What follows belongs to an exercise in optimizing a design on an open flow for small area; a production flow would make more cautious choices. Function was checked by simulation only, so behaviour that the tests miss may differ from the original. Power figures rest on the tool's default switching activity, not on a simulated workload.

==> flow/design.v, too long to show whole: its modules and the start of the top module <==
// module yuv_capture: 95 lines
// module chroma_classifier: 10 lines
// module region_box_tracker: 983 lines
// module skin_box_top: 61 lines
module skin_box_top
#(
    parameter int FRAME_WIDTH = skin_box_pkg::DEF_FRAME_WIDTH,
    parameter int TILE_WIDTH  = skin_box_pkg::DEF_TILE_WIDTH,
    parameter int TILE_HEIGHT = skin_box_pkg::DEF_TILE_HEIGHT
) (
    input  logic    pclk,
    input  logic    reset,
    input  logic    vsync,
    input  logic    href,
    input  logic    config_done,
    input  logic [7:0] cam_data,
    output logic [9:0]  x_coord,
    output logic [9:0]  y_coord,
    output logic    skin_wide,
    output logic    box_hit,
    output logic [skin_box_pkg::NUM_REGIONS*10-1:0] box_min_x,
    output logic [skin_box_pkg::NUM_REGIONS*10-1:0] box_max_x,
    output logic [skin_box_pkg::NUM_REGIONS*10-1:0] box_min_y,
    output logic [skin_box_pkg::NUM_REGIONS*10-1:0] box_max_y
);
  // ...
==> flow/flow/run.sh <==
#!/bin/bash
# Layout flow: the standard synthesis, then its combinational gates are re-mapped
# for area (flow/resynth.tcl; flip-flops untouched), then the standard ORFS
# flow from floorplan on, with the port buffers in the smallest buffer cell.
set -euo pipefail
W=$(pwd)
R=$W/orfs/results/$FLOW_PLATFORM/skin_box_top/base
bash standard.sh synth > make_synth.log 2>&1
cp "$R/1_2_yosys.v" "$W/std_1_2_yosys.v"
RESYN_LIB=$FLOW_HOME/platforms/sky130hd/lib/sky130_fd_sc_hd__tt_025C_1v80.lib \
RESYN_IN=$W/std_1_2_yosys.v RESYN_OUT=$R/1_2_yosys.v RESYN_TOP=$FLOW_TOP \
RESYN_DIR=$W RESYN_ABC=$W/flow/area.abc \
  "${YOSYS_EXE:-yosys}" -c flow/resynth.tcl > resynth.log 2>&1
rm -f "$R/1_synth.odb" "$R/1_synth.sdc"
bash standard.sh DONT_USE_CELLS="sky130_fd_sc_hd__probe_p_8 sky130_fd_sc_hd__probec_p_8 sky130_fd_sc_hd__lpflow_bleeder_1 sky130_fd_sc_hd__lpflow_clkbufkapwr_1 sky130_fd_sc_hd__lpflow_clkbufkapwr_16 sky130_fd_sc_hd__lpflow_clkbufkapwr_2 sky130_fd_sc_hd__lpflow_clkbufkapwr_4 sky130_fd_sc_hd__lpflow_clkbufkapwr_8 sky130_fd_sc_hd__lpflow_clkinvkapwr_1 sky130_fd_sc_hd__lpflow_clkinvkapwr_16 sky130_fd_sc_hd__lpflow_clkinvkapwr_2 sky130_fd_sc_hd__lpflow_clkinvkapwr_4 sky130_fd_sc_hd__lpflow_clkinvkapwr_8 sky130_fd_sc_hd__lpflow_decapkapwr_12 sky130_fd_sc_hd__lpflow_decapkapwr_3 sky130_fd_sc_hd__lpflow_decapkapwr_4 sky130_fd_sc_hd__lpflow_decapkapwr_6 sky130_fd_sc_hd__lpflow_decapkapwr_8 sky130_fd_sc_hd__lpflow_inputiso0n_1 sky130_fd_sc_hd__lpflow_inputiso0p_1 sky130_fd_sc_hd__lpflow_inputiso1n_1 sky130_fd_sc_hd__lpflow_inputiso1p_1 sky130_fd_sc_hd__lpflow_inputisolatch_1 sky130_fd_sc_hd__lpflow_isobufsrc_1 sky130_fd_sc_hd__lpflow_isobufsrc_16 sky130_fd_sc_hd__lpflow_isobufsrc_2 sky130_fd_sc_hd__lpflow_isobufsrc_4 sky130_fd_sc_hd__lpflow_isobufsrc_8 sky130_fd_sc_hd__lpflow_isobufsrckapwr_16 sky130_fd_sc_hd__lpflow_lsbuf_lh_hl_isowell_tap_1 sky130_fd_sc_hd__lpflow_lsbuf_lh_hl_isowell_tap_2 sky130_fd_sc_hd__lpflow_lsbuf_lh_hl_isowell_tap_4 sky130_fd_sc_hd__lpflow_lsbuf_lh_isowell_4 sky130_fd_sc_hd__lpflow_lsbuf_lh_isowell_tap_1 sky130_fd_sc_hd__lpflow_lsbuf_lh_isowell_tap_2 sky130_fd_sc_hd__lpflow_lsbuf_lh_isowell_tap_4 sky130_fd_sc_hd__fill_1 sky130_fd_sc_hd__fill_2 sky130_fd_sc_hd__fill_4 sky130_fd_sc_hd__fill_8  sky130_fd_sc_hd__buf_4 sky130_fd_sc_hd__buf_6 sky130_fd_sc_hd__buf_8 sky130_fd_sc_hd__buf_12 sky130_fd_sc_hd__buf_16" BUFFER_PORTS_ARGS="-buffer_cell sky130_fd_sc_hd__buf_1" CTS_ARGS="-sink_clustering_enable -repair_clock_nets -sink_clustering_size 8 -sink_clustering_max_diameter 50 -buf_list sky130_fd_sc_hd__clkbuf_4 -dont_use_dummy_load" finish > make_finish.log 2>&1
==> flow/flow/area.abc <==
strash
&get -n
&st
&deepsyn -T 120
&dch
&nf -R 1000
&put
strash
&get -n
&dch
&nf -R 1000
&put
==> flow/flow/resynth.tcl <==
# Re-map the combinational logic of the standard synthesis netlist for area.
# The flip-flops are kept as they are (same instances, names and cells);
# only the gates between them are rebuilt by ABC with an area-oriented script.
yosys -import
set lib $::env(RESYN_LIB)
set in  $::env(RESYN_IN)
set out $::env(RESYN_OUT)
read_liberty -ignore_miss_func $lib
# sequential and special cells stay black boxes
blackbox sky130_fd_sc_hd__df* sky130_fd_sc_hd__sdf* sky130_fd_sc_hd__edf* sky130_fd_sc_hd__sedf* sky130_fd_sc_hd__dl*
read_verilog $in
hierarchy -top $::env(RESYN_TOP)
flatten
# the pins of the flattened gates must not name the nets
yosys rename -hide w:_*_.*
opt -purge
tee -o $::env(RESYN_DIR)/stat_before.txt stat -liberty $lib
set dont_use {}
foreach p {sky130_fd_sc_hd__fa_* sky130_fd_sc_hd__ha_* sky130_fd_sc_hd__fah* sky130_fd_sc_hd__probe_p_8 sky130_fd_sc_hd__probec_p_8 sky130_fd_sc_hd__lpflow_*} { lappend dont_use -dont_use $p }
abc -script $::env(RESYN_ABC) -liberty $lib {*}$dont_use
read_liberty -lib -ignore_redef $lib
opt_clean -purge
splitnets
opt_clean -purge
hilomap -hicell sky130_fd_sc_hd__conb_1 HI -locell sky130_fd_sc_hd__conb_1 LO
opt_clean -purge
tee -o $::env(RESYN_DIR)/stat_after.txt stat -liberty $lib
check -assert
write_verilog -noattr -nohex -nodec $out
==> flow/standard.sh <==
#!/bin/bash
# synth_recipe.tcl (not shown) runs the flow's synth.tcl, then flattens the netlist and writes it again
# the make line also repeats each setting of config.mk as NAME=value (left out here)
make -C /OpenROAD-flow-scripts/flow DESIGN_CONFIG=/design/flow/config.mk WORK_HOME=/design/flow/orfs CLKGATE_MAP_FILE= SYNTH_SCRIPT=/design/flow/synth_recipe.tcl "${@:-finish}"
==> flow/config.mk <==
export PLATFORM = sky130hd
export DESIGN_NAME = skin_box_top
export DESIGN_NICKNAME = skin_box_top
export VERILOG_FILES = /design/flow/design.v
export SDC_FILE = /design/flow/constraint.sdc
export NUM_CORES = 4
export LEC_CHECK = 0
export CAP_MARGIN = 0
export CORE_MARGIN = 2
export CORE_UTILIZATION = 65
export SLEW_MARGIN = 0
==> flow/constraint.sdc <==
create_clock -name core_clock -period 8.0 [get_ports {pclk}]
set_input_delay 1.6000 -clock core_clock [delete_from_list [all_inputs] [get_ports {pclk}]]
set_output_delay 1.6000 -clock core_clock [all_outputs]
set_load 0.01 [all_outputs]
==> flow_summary.json, run 1 <==
{
  "fin_crit_sh": 0.8540,
  "clkSinkCount": 415,
  "initial_utilization": 0.6636,
  "path_buf_inv": 0,
  "first_global_vias": 16460,
  "p_seq_frac": 0.651,
  "pwr-share-clk": 0.313,
  "setup_viol_count_final": 0,
  "grt_max_degree": 151,
  "m1WireLength_mm": 23.74,
  "syn_area_per_cell_um2": 11.95,
  "start_kind": "flip-flop",
  "placed_cells": 2294,
  "multi_input_area_share": 0.3295,
  "status": "timing/DRC/antenna clean",
  "fin_crit_ps": 6832,
  "reg2reg_from": "u_capture.y_coord[6]",
  "clk_pin_slew_ps": 90,
  "whs_ps": 470.0,
  "cts_setup_buffers": 0,
  "n_all_inverters": 44,
  "grt_pass1_wl_mm": 103.8,
  "cp_common_cell": "maj3_1",
  "dr.pass1.iters": 10,
  "cp_max_fo": 22,
  "tns_ps": 0,
  "totalWireLength_mm": 69.79,
  "dieArea_um2": 27920,
  "cp_top_family": "adder cells",
  "cp.arrival_ps": 7480,
  "syn_inst": 1447,
  "internal_power_w": 0.002438,
  "buffer_area_frac": 0.1101,
  "layout_commonest_cell": "buf_1",
  "port_buffers": 467,
  "cap_violations": 0,
  "ctsResizeCount": 0,
  "placeableCoreArea_um2": 26060,
  "cts_tree": "yes",
  "clockRootBuffer": "clkbuf_4",
  "ys_warn_count": 2,
  "multiInputGateArea_um2": 6743,
  "drive_gt1_frac": 0.06399,
  "combPwrFrac": 0.035
}
==> run 2, diff against run 1 <==
--- a/flow/design.v
+++ b/flow/design.v
@@ -188,16 +188,18 @@
     assign mnx_grow = lt10(x_coord, mnx_cur);
     assign mxx_grow = lt10(mxx_cur, x_coord);
     assign mny_grow = lt10(y_coord, mny_cur);
     assign mxy_grow = lt10(mxy_cur, y_coord);
     assign xmin_d = vsync ? 10'd641 : x_coord;
     assign xmax_d = vsync ? 10'd0 : x_coord;
     assign ymin_d = vsync ? 10'd641 : y_coord;
     assign ymax_d = vsync ? 10'd0 : y_coord;
+    logic [6:0] xmin3_d;
+    assign xmin3_d = vsync ? 7'd80 : 7'(x_coord[7:1] + 7'd16);
     logic r0_sel, r0_empty;
     logic [9:0] r0_mnx, r0_mxx, r0_mny, r0_mxy;
     assign r0_sel = hit && pos[0];
     logic r0_empty_q;
     always_ff @(posedge pclk or posedge reset) begin
         if (reset) r0_empty_q <= 1'b1;
         else if (vsync) r0_empty_q <= 1'b1;
         else if (r0_sel) r0_empty_q <= 1'b0;
@@ -426,33 +428,26 @@
     assign box_min_x[29:20] = r2_mnx;
     assign box_max_x[29:20] = r2_mxx;
     assign box_min_y[29:20] = r2_mny;
     assign box_max_y[29:20] = r2_mxy;
     logic r3_sel, r3_empty;
     logic [9:0] r3_mnx, r3_mxx, r3_mny, r3_mxy;
     assign r3_sel = hit && pos[3];
     assign r3_empty = ~(r3_mxx[8] | r3_mxx[9]);
-    logic [8:0] r3_mnx_q;
+    logic [6:0] r3_mnx_q;
     logic r3_mnx_ld;
+    logic [8:0] r3_mnx_half;
     assign r3_mnx_ld = vsync || (r3_sel && mnx_grow);
     always_ff @(posedge pclk or posedge reset) begin
-        if (reset) r3_mnx_q <= 9'd320;
-        else if (r3_mnx_ld) r3_mnx_q <= {xmin_d[9], xmin_d[8], xmin_d[7], xmin_d[6], xmin_d[5], xmin_d[4], xmin_d[3], xmin_d[2], xmin_d[1]};
+        if (reset) r3_mnx_q <= 7'd80;
+        else if (r3_mnx_ld) r3_mnx_q <= xmin3_d;
     end
-    assign r3_mnx[0] = r3_empty;
-    assign r3_mnx[1] = r3_mnx_q[0];
-    assign r3_mnx[2] = r3_mnx_q[1];
-    assign r3_mnx[3] = r3_mnx_q[2];
-    assign r3_mnx[4] = r3_mnx_q[3];
-    assign r3_mnx[5] = r3_mnx_q[4];
-    assign r3_mnx[6] = r3_mnx_q[5];
-    assign r3_mnx[7] = r3_mnx_q[6];
-    assign r3_mnx[8] = r3_mnx_q[7];
-    assign r3_mnx[9] = r3_mnx_q[8];
+    assign r3_mnx_half = {2'b00, r3_mnx_q} + 9'd240;
+    assign r3_mnx = {r3_mnx_half, r3_empty};
     logic [8:0] r3_mxx_q;
     logic r3_mxx_ld;
     assign r3_mxx_ld = vsync || (r3_sel && mxx_grow);
     always_ff @(posedge pclk or posedge reset) begin
         if (reset) r3_mxx_q <= 9'd0;
         else if (r3_mxx_ld) r3_mxx_q <= {xmax_d[9], xmax_d[8], xmax_d[7], xmax_d[6], xmax_d[5], xmax_d[4], xmax_d[3], xmax_d[2], xmax_d[1]};
     end
     assign r3_mxx[0] = 1'b0;
@@ -730,33 +725,26 @@
     assign box_min_x[69:60] = r6_mnx;
     assign box_max_x[69:60] = r6_mxx;
     assign box_min_y[69:60] = r6_mny;
     assign box_max_y[69:60] = r6_mxy;
     logic r7_sel, r7_empty;
     logic [9:0] r7_mnx, r7_mxx, r7_mny, r7_mxy;
     assign r7_sel = hit && pos[7];
     assign r7_empty = ~(r7_mxx[8] | r7_mxx[9]);
-    logic [8:0] r7_mnx_q;
+    logic [6:0] r7_mnx_q;
     logic r7_mnx_ld;
+    logic [8:0] r7_mnx_half;
     assign r7_mnx_ld = vsync || (r7_sel && mnx_grow);
     always_ff @(posedge pclk or posedge reset) begin
-        if (reset) r7_mnx_q <= 9'd320;
-        else if (r7_mnx_ld) r7_mnx_q <= {xmin_d[9], xmin_d[8], xmin_d[7], xmin_d[6], xmin_d[5], xmin_d[4], xmin_d[3], xmin_d[2], xmin_d[1]};
+        if (reset) r7_mnx_q <= 7'd80;
+        else if (r7_mnx_ld) r7_mnx_q <= xmin3_d;
     end
-    assign r7_mnx[0] = r7_empty;
-    assign r7_mnx[1] = r7_mnx_q[0];
-    assign r7_mnx[2] = r7_mnx_q[1];
-    assign r7_mnx[3] = r7_mnx_q[2];
-    assign r7_mnx[4] = r7_mnx_q[3];
-    assign r7_mnx[5] = r7_mnx_q[4];
-    assign r7_mnx[6] = r7_mnx_q[5];
-    assign r7_mnx[7] = r7_mnx_q[6];
-    assign r7_mnx[8] = r7_mnx_q[7];
-    assign r7_mnx[9] = r7_mnx_q[8];
+    assign r7_mnx_half = {2'b00, r7_mnx_q} + 9'd240;
+    assign r7_mnx = {r7_mnx_half, r7_empty};
     logic [8:0] r7_mxx_q;
     logic r7_mxx_ld;
     assign r7_mxx_ld = vsync || (r7_sel && mxx_grow);
     always_ff @(posedge pclk or posedge reset) begin
         if (reset) r7_mxx_q <= 9'd0;
         else if (r7_mxx_ld) r7_mxx_q <= {xmax_d[9], xmax_d[8], xmax_d[7], xmax_d[6], xmax_d[5], xmax_d[4], xmax_d[3], xmax_d[2], xmax_d[1]};
     end
     assign r7_mxx[0] = 1'b0;
@@ -1034,33 +1022,26 @@
     assign box_min_x[109:100] = r10_mnx;
     assign box_max_x[109:100] = r10_mxx;
     assign box_min_y[109:100] = r10_mny;
     assign box_max_y[109:100] = r10_mxy;
     logic r11_sel, r11_empty;
     logic [9:0] r11_mnx, r11_mxx, r11_mny, r11_mxy;
     assign r11_sel = hit && pos[11];
     assign r11_empty = ~(r11_mxx[8] | r11_mxx[9]);
-    logic [8:0] r11_mnx_q;
+    logic [6:0] r11_mnx_q;
     logic r11_mnx_ld;
+    logic [8:0] r11_mnx_half;
     assign r11_mnx_ld = vsync || (r11_sel && mnx_grow);
     always_ff @(posedge pclk or posedge reset) begin
-        if (reset) r11_mnx_q <= 9'd320;
-        else if (r11_mnx_ld) r11_mnx_q <= {xmin_d[9], xmin_d[8], xmin_d[7], xmin_d[6], xmin_d[5], xmin_d[4], xmin_d[3], xmin_d[2], xmin_d[1]};
+        if (reset) r11_mnx_q <= 7'd80;
+        else if (r11_mnx_ld) r11_mnx_q <= xmin3_d;
     end
-    assign r11_mnx[0] = r11_empty;
-    assign r11_mnx[1] = r11_mnx_q[0];
-    assign r11_mnx[2] = r11_mnx_q[1];
-    assign r11_mnx[3] = r11_mnx_q[2];
-    assign r11_mnx[4] = r11_mnx_q[3];
-    assign r11_mnx[5] = r11_mnx_q[4];
-    assign r11_mnx[6] = r11_mnx_q[5];
-    assign r11_mnx[7] = r11_mnx_q[6];
-    assign r11_mnx[8] = r11_mnx_q[7];
-    assign r11_mnx[9] = r11_mnx_q[8];
+    assign r11_mnx_half = {2'b00, r11_mnx_q} + 9'd240;
+    assign r11_mnx = {r11_mnx_half, r11_empty};
     logic [8:0] r11_mxx_q;
     logic r11_mxx_ld;
     assign r11_mxx_ld = vsync || (r11_sel && mxx_grow);
     always_ff @(posedge pclk or posedge reset) begin
         if (reset) r11_mxx_q <= 9'd0;
         else if (r11_mxx_ld) r11_mxx_q <= {xmax_d[9], xmax_d[8], xmax_d[7], xmax_d[6], xmax_d[5], xmax_d[4], xmax_d[3], xmax_d[2], xmax_d[1]};
     end
     assign r11_mxx[0] = 1'b0;
==> flow/flow/run.sh (replaced) <==
#!/bin/bash
# Layout flow: the standard synthesis, then its combinational gates are re-mapped
# for area (flow/resynth.tcl; flip-flops untouched), then the standard ORFS
# flow from floorplan on, with the port buffers in the smallest buffer cell.
set -euo pipefail
W=$(pwd)
R=$W/orfs/results/$FLOW_PLATFORM/skin_box_top/base
bash standard.sh synth > make_synth.log 2>&1
cp "$R/1_2_yosys.v" "$W/std_1_2_yosys.v"
RESYN_LIB=$FLOW_HOME/platforms/sky130hd/lib/sky130_fd_sc_hd__tt_025C_1v80.lib \
RESYN_IN=$W/std_1_2_yosys.v RESYN_OUT=$R/1_2_yosys.v RESYN_TOP=$FLOW_TOP \
RESYN_DIR=$W RESYN_ABC=$W/flow/area.abc \
  "${YOSYS_EXE:-yosys}" -c flow/resynth.tcl > resynth.log 2>&1
rm -f "$R/1_synth.odb" "$R/1_synth.sdc"
bash standard.sh BUFFER_PORTS_ARGS="-buffer_cell sky130_fd_sc_hd__buf_1" CTS_ARGS="-sink_clustering_enable -repair_clock_nets -sink_clustering_size 8 -sink_clustering_max_diameter 50 -buf_list sky130_fd_sc_hd__clkbuf_4 -dont_use_dummy_load" finish > make_finish.log 2>&1
==> flow/config.mk (replaced) <==
export PLATFORM = sky130hd
export DESIGN_NAME = skin_box_top
export DESIGN_NICKNAME = skin_box_top
export VERILOG_FILES = /design/flow/design.v
export SDC_FILE = /design/flow/constraint.sdc
export NUM_CORES = 4
export LEC_CHECK = 0
export CAP_MARGIN = 0
export CORE_MARGIN = 2
export CORE_UTILIZATION = 55
export SLEW_MARGIN = 0
==> flow_summary.json, run 2 <==
{
  "cts_tree": "yes",
  "grt.total_usage": 0.4087,
  "tns_ps": 0,
  "crit_chain": "buf_4 -> clkinv_1 -> nor2_1 -> nor3_1 -> and2_1 -> buf_4 -> a222oi_1 -> nand3_1 -> a211oi_1 -> a22oi_1 -> a21oi_1 -> a221oi_1 -> o21ai_0 -> o2111ai_1 -> nor3_1 -> nor2_1 -> a22o_1",
  "ys_warn_count": 2,
  "dieArea_um2": 32690,
  "layout_commonest_cell": "buf_1",
  "max-vdd-ir-drop_v": 0.0001178,
  "drt-initial-drc-count": 2508,
  "cp_max_fo": 29,
  "hold_depth": 2,
  "reg2regPathDepth": 17,
  "final_cell_mix": "buf_1, dfrtp_1, a22o_1",
  "hp-class": "reg2reg",
  "dpl_cell_area_um2": 19810,
  "vias_per_cell": 6.903,
  "final_util": 0.6603,
  "rsz0062_at_grt": "no",
  "syn_area_per_cell_um2": 11.49,
  "dr.pass1.iters": 10,
  "cap_violations": 0,
  "overflow": 0,
  "fin_area_um2": 20250,
  "fin_crit_ps": 5904,
  "htree_levels": 2,
  "drc_errors": 0,
  "grt_pass1_wl_mm": 102.4,
  "reg2reg_from": "u_capture.y_coord[5]",
  "grt_max_degree": 152,
  "initial_utilization": 0.5606,
  "setup_viol_count_final": 0,
  "path_buf_inv": 3,
  "clk_pin_slew_ps": 90,
  "final_nets": 2076,
  "finClkSkew_ps": 47.93,
  "p_per_area_nw_per_um2": 158.9,
  "critPathKind": "reg2reg",
  "fin_crit_sh": 0.7381,
  "worstPathRequired_ps": 8620,
  "slowest_stage": "nor3_1",
  "worst_pin_slew_ps": 1154,
  "port_buffers": 467,
  "first_global_vias": 15890,
  "cts_buffer_depth": 3,
  "cts-buffers-inserted": 58,
  "clock_latency_ps": 760,
  "vias": 16980,
  "io_pins": 515,
  "status": "timing/DRC/antenna clean",
  "place_congestion": 0.9442,
  "die_x_um": 180.8,
  "reg.largest.list": "u_capture.x_coord (10), u_capture.y_coord (10)",
  "clockRootBuffer": "clkbuf_4",
  "leakage_nw": 8.929,
  "syn_area_um2": 17190,
  "ant_nets": 0,
  "end_kind": "flip-flop",
  "rows": 64,
  "slew_viol_final": 0,
  "ctsResizeCount": 0,
  "dpl.hpwl_mm": 47.43,
  "cts_setup_buffers": 0,
  "hold_viol_final": 0,
  "clkSinkCount": 409,
  "syn_inst": 1497,
  "max_slew_margin": 0.2248,
  "slowest_delay_ps": 980,
  "cp.arrival_ps": 6520,
  "antenna_found_initial": 3,
  "area_growth_pct": 17.78,
  "die_h_um": 180.8,
  "reg2reg_to": "u_tracker.r8_mxx_q[5]",
  "ctsHoldBuffers": 0,
  "timing.hold.worst_endpoint": "u_tracker.r9_mny_q[0]",
  "wl_per_cell_um": 27.91,
  "totalWireLength_mm": 68.63,
  "fillCellCount": 2597,
  "fmax_mhz": 169.4,
  "cp_top_family": "simple AND/OR/NAND/NOR gates",
  "worstHoldStart": "u_tracker.r9_mny_q[0]",
  "start_kind": "flip-flop",
  "syn_nets": 1510,
  "drive_gt1_frac": 0.07230,
  "placeableCoreArea_um2": 30670,
  "ff2ff_setup_slack_ps": 2100
}
[run 2: cell types whose count changed in the layout (fill, tap and decap cells not counted), sizes merged, moves of 13 or more]
| cell | delta |
|---|---|
| buf | +38 |
| a22o | -49 |
| maj3 | -13 |
| dlygate4sd1 | -28 |
| and3 | +15 |
| clkinv | +18 |
| nand2 | +54 |
| o21ai | +43 |
| nor2 | -27 |
[run 2: power by group]
group          leakage [nW]  internal [W]  switching (W)
clock                 0.267      0.000330       0.000706
sequential             5.58       0.00207    0.000000971
combinational          3.08     0.0000127      0.0000998
total                  8.93       0.00241       0.000807
[run 2: worst max path at each step]
| stage | start | to | depth (start not counted) |
|---|---|---|---|
| after floorplan | reset | u_capture.phase_lo | 1 |
| after global placement | u_capture.y_coord[5] | u_tracker.r8_mxx_q[0] | 17 |
| after detailed placement | u_capture.y_coord[7] | u_tracker.r5_mxy_q[1] | 20 |
| after CTS | u_capture.y_coord[5] | u_tracker.r8_mxx_q[5] | 17 |
| after global routing | u_capture.y_coord[7] | u_tracker.r5_mxy_q[8] | 20 |
| final | u_capture.y_coord[5] | u_tracker.r8_mxx_q[5] | 17 |
[run 2: layout make-up]
cell class,instances,area [um^2],share of cell area
multi-input cells,1026,6709,0.3313
well taps,396,495.5,0.02447
inverters,62,249.0,0.01230
clock buffers,58,435.4,0.02150
repair buffers,506,2072,0.1023
flip-flops and latches,409,10280,0.5079
diodes,2,5.005,0.0002471
[run 2: per-stage QoR]
step | hold WS [ps] | setup WS (ps) | cells | total power (W)
after floorplan | 422.7 | 1701 | 1497 | 0.002182
after global placement | 437.5 | 2393 | 2399 | 0.002219
after detailed placement | 453.1 | 2427 | 2399 | 0.002221
after CTS | 466.5 | 2374 | 2457 | 0.003210
after global routing | 485.6 | 1738 | 2458 | 0.003312
final | 467.1 | 2096 | 2459 | 0.003219
[run 2: worst register-to-register path: cells and delay by family (launching register included)]
| family | cells | cell delay (ps) |
|---|---|---|
| DFF | 1 | 360 |
| buffers and inverters | 3 | 1180 |
| AOI/OAI and AO/OA | 8 | 1840 |
| and+or+nand+nor | 6 | 2400 |
[run 2: layer usage]
layer  share of wire  track usage  routed length (um)  up-vias
met4           0.044       0.1665                2999        2
met5         0.00019            0                  13        -
met3            0.13      0.09212                8800      217
li1                -            -                   -     6926
met2            0.44       0.6050               30390     1449
met1            0.38       0.5876               26420     8381
==> run 3, diff against run 2 <==
--- a/flow/flow/run.sh
+++ b/flow/flow/run.sh
@@ -12,4 +12,4 @@
 RESYN_DIR=$W RESYN_ABC=$W/flow/area.abc \
   "${YOSYS_EXE:-yosys}" -c flow/resynth.tcl > resynth.log 2>&1
 rm -f "$R/1_synth.odb" "$R/1_synth.sdc"
-bash standard.sh BUFFER_PORTS_ARGS="-buffer_cell sky130_fd_sc_hd__buf_1" CTS_ARGS="-sink_clustering_enable -repair_clock_nets -sink_clustering_size 8 -sink_clustering_max_diameter 50 -buf_list sky130_fd_sc_hd__clkbuf_4 -dont_use_dummy_load" finish > make_finish.log 2>&1
+bash standard.sh BUFFER_PORTS_ARGS="-buffer_cell sky130_fd_sc_hd__buf_1" CTS_ARGS="-sink_clustering_enable -repair_clock_nets -sink_clustering_size 9 -sink_clustering_max_diameter 50 -buf_list sky130_fd_sc_hd__clkbuf_4 -dont_use_dummy_load" finish > make_finish.log 2>&1
==> flow_summary.json, run 3 <==
{
  "status": "timing/DRC/antenna clean",
  "worst_slack_ps": 2162,
  "fmax_mhz": 171.3,
  "cts_buffer_depth": 3,
  "leakage_nw": 8.901,
  "p_per_area_nw_per_um2": 157.0,
  "hp-class": "reg2reg",
  "register_area_um2": 10280,
  "vias": 16920,
  "setup_viol_count_final": 0,
  "hold_viol_final": 0,
  "drc_errors": 0,
  "critPathKind": "reg2reg",
  "worstPathRequired_ps": 8600,
  "clkSinkCount": 409,
  "power.total_w": 0.003172,
  "grt_pass1_wl_mm": 102.4,
  "ant_nets": 0,
  "first_global_vias": 15820,
  "die_h_um": 180.8,
  "totalWireLength_mm": 68.36,
  "cts_setup_buffers": 0,
  "start_kind": "flip-flop",
  "reg.largest.list": "u_capture.x_coord (10), u_capture.y_coord (10)",
  "timing.hold.worst_endpoint": "u_tracker.r1_mny_q[0]",
  "m1WireLength_mm": 26.47,
  "worstHoldStart": "u_tracker.r1_mny_q[0]",
  "antenna_found_initial": 2,
  "ctsResizeCount": 0,
  "max_slew_margin": 0.2248,
  "cts-buffers-inserted": 52,
  "io_pins": 515,
  "rows": 64,
  "max-vdd-ir-drop_v": 0.0001286,
  "fin_crit_ps": 5838,
  "end_kind": "flip-flop",
  "reg2reg_to": "u_tracker.r8_mxx_q[5]",
  "worst_pin_slew_ps": 1154,
  "finClkSkew_ps": 79.31,
  "wl_met2_mm": 30.37,
  "reg2regPathDepth": 17,
  "syn_area_um2": 17190,
  "cap_violations": 0,
  "port_buffers": 467,
  "vias_per_cell": 6.901,
  "htree_levels": 2,
  "initial_utilization": 0.5606,
  "ff2ff_setup_slack_ps": 2160,
  "place_congestion": 0.9442,
  "final_cell_mix": "buf_1, dfrtp_1, a22o_1",
  "ys_warn_count": 2,
  "syn_area_per_cell_um2": 11.49,
  "grt_max_degree": 152,
  "clk_pin_slew_ps": 100,
  "die_x_um": 180.8,
  "multiInputGateArea_um2": 6709,
  "grt.total_usage": 0.4086,
  "drt-initial-drc-count": 2536,
  "maxUsedRoutingLayer": "met4",
  "dpl.hpwl_mm": 47.43,
  "cp.arrival_ps": 6440,
  "dr.pass1.iters": 19,
  "area_growth_pct": 17.50,
  "drive_gt1_frac": 0.06959,
  "overflow": 0,
  "pre_cts_slack_ps": 2427,
  "final_nets": 2070,
  "reg2reg_from": "u_capture.y_coord[5]",
  "wl_per_cell_um": 27.88,
  "placeableCoreArea_um2": 30670,
  "final_util": 0.6587,
  "clockRootBuffer": "clkbuf_4",
  "fin_crit_sh": 0.7297,
  "syn_nets": 1510,
  "slew_viol_final": 0,
  "rsz0062_at_grt": "no",
  "startpoint": "u_capture.y_coord[5]",
  "syn_inst": 1497,
  "hold_depth": 2,
  "cts_tree": "yes",
  "ctsHoldBuffers": 0,
  "cp_max_fo": 29,
  "dr_wl_met3_mm": 8.500,
  "layout_commonest_cell": "buf_1",
  "clock_latency_ps": 750,
  "tns_ps": 0,
  "fillCellCount": 2607,
  "dieArea_um2": 32690
}
-- run 3: stage by stage --
stage / area [um^2] / hold WS, ps / instances
after floorplan: 17200 / 422.7 / 1497
after global placement: 19810 / 437.5 / 2399
after detailed placement: 19810 / 453.1 / 2399
after CTS: 20200 / 468.2 / 2451
after global routing: 20200 / 487.6 / 2452
final: 20200 / 468.2 / 2452
-- run 3: worst max-delay path by stage --
stage,endpoint,slack (ps)
2_1_floorplan,u_capture.phase_lo,1700
3_3_place_gp,u_tracker.r8_mxx_q[0],2390
3_5_place_dp,u_tracker.r5_mxy_q[1],2430
4_1_cts,u_tracker.r8_mxx_q[5],2400
5_1_grt,u_tracker.r5_mxy_q[1],1770
6_report,u_tracker.r8_mxx_q[5],2160
-- run 3: power breakdown --
group | internal, W | switching (W)
combinational | 0.0000127 | 0.0000997
sequential | 0.00207 | 0.000000960
clock | 0.000297 | 0.000693
total | 0.00238 | 0.000793
-- run 3: final cells by class --
class                   instances  share of cell area
diodes                          1           0.0001239
clock buffers                  52             0.01932
inverters                      62             0.01232
multi-input cells            1026              0.3321
flip-flops and latches        409              0.5091
well taps                     396             0.02452
repair buffers                506              0.1026
-- run 3: per-layer routing --
| layer | global-route usage | up-vias |
|---|---|---|
| li1 | - | 6928 |
| met1 | 0.5915 | 8347 |
| met2 | 0.6065 | 1428 |
| met3 | 0.08244 | 219 |
| met4 | 0.1681 | 0 |
| met5 | 0 | - |
-- run 3: critical path, cell delays in order, from the launching register on --
cell       delay, ps
dfrtp_1          360
buf_4            390
clkinv_1         380
nor2_1           260
nor3_1           130
and2_1           510
buf_4            380
a222oi_1         360
nand3_1          120
a211oi_1         270
a22oi_1          110
a21oi_1          170
a221oi_1          70
o21ai_0          210
o2111ai_1        320
nor3_1           980
nor2_1           380
a22o_1           290

## port drivers added, routing unchanged
How much do the figures lean on ideal ports? The routed layouts below were timed once more, with nothing changed but the port constraints. Step 1 assumes that a clkbuf_16 drives the clock port and a buf_2 every other input. Step 2 moves the port delays by t, midway between the first and last clock arrival at a register: inputs arrive t later, outputs are due t later. That takes back most of the time a late clock gives input paths. a / b / c = ideal ports / drivers / drivers and shift; a / b = the first two.
run | shift t [ns] | setup slack, ns | hold slack, ns | latest minus earliest clock arrival (ns) | worst register clock-pin slew, ns
run 1 | 0.770 | 1.168 / 1.168 / 1.168 | 0.470 / 0.470 / 0.470 | 0.056 / 0.055 | 0.10 / 0.10
run 2 | 0.793 | 2.096 / 2.096 / 2.096 | 0.467 / 0.467 / 0.467 | 0.048 / 0.048 | 0.10 / 0.10
run 3 | 0.768 | 2.162 / 2.162 / 2.162 | 0.468 / 0.468 / 0.468 | 0.079 / 0.079 | 0.11 / 0.11
After both steps every run listed still meets setup and hold.
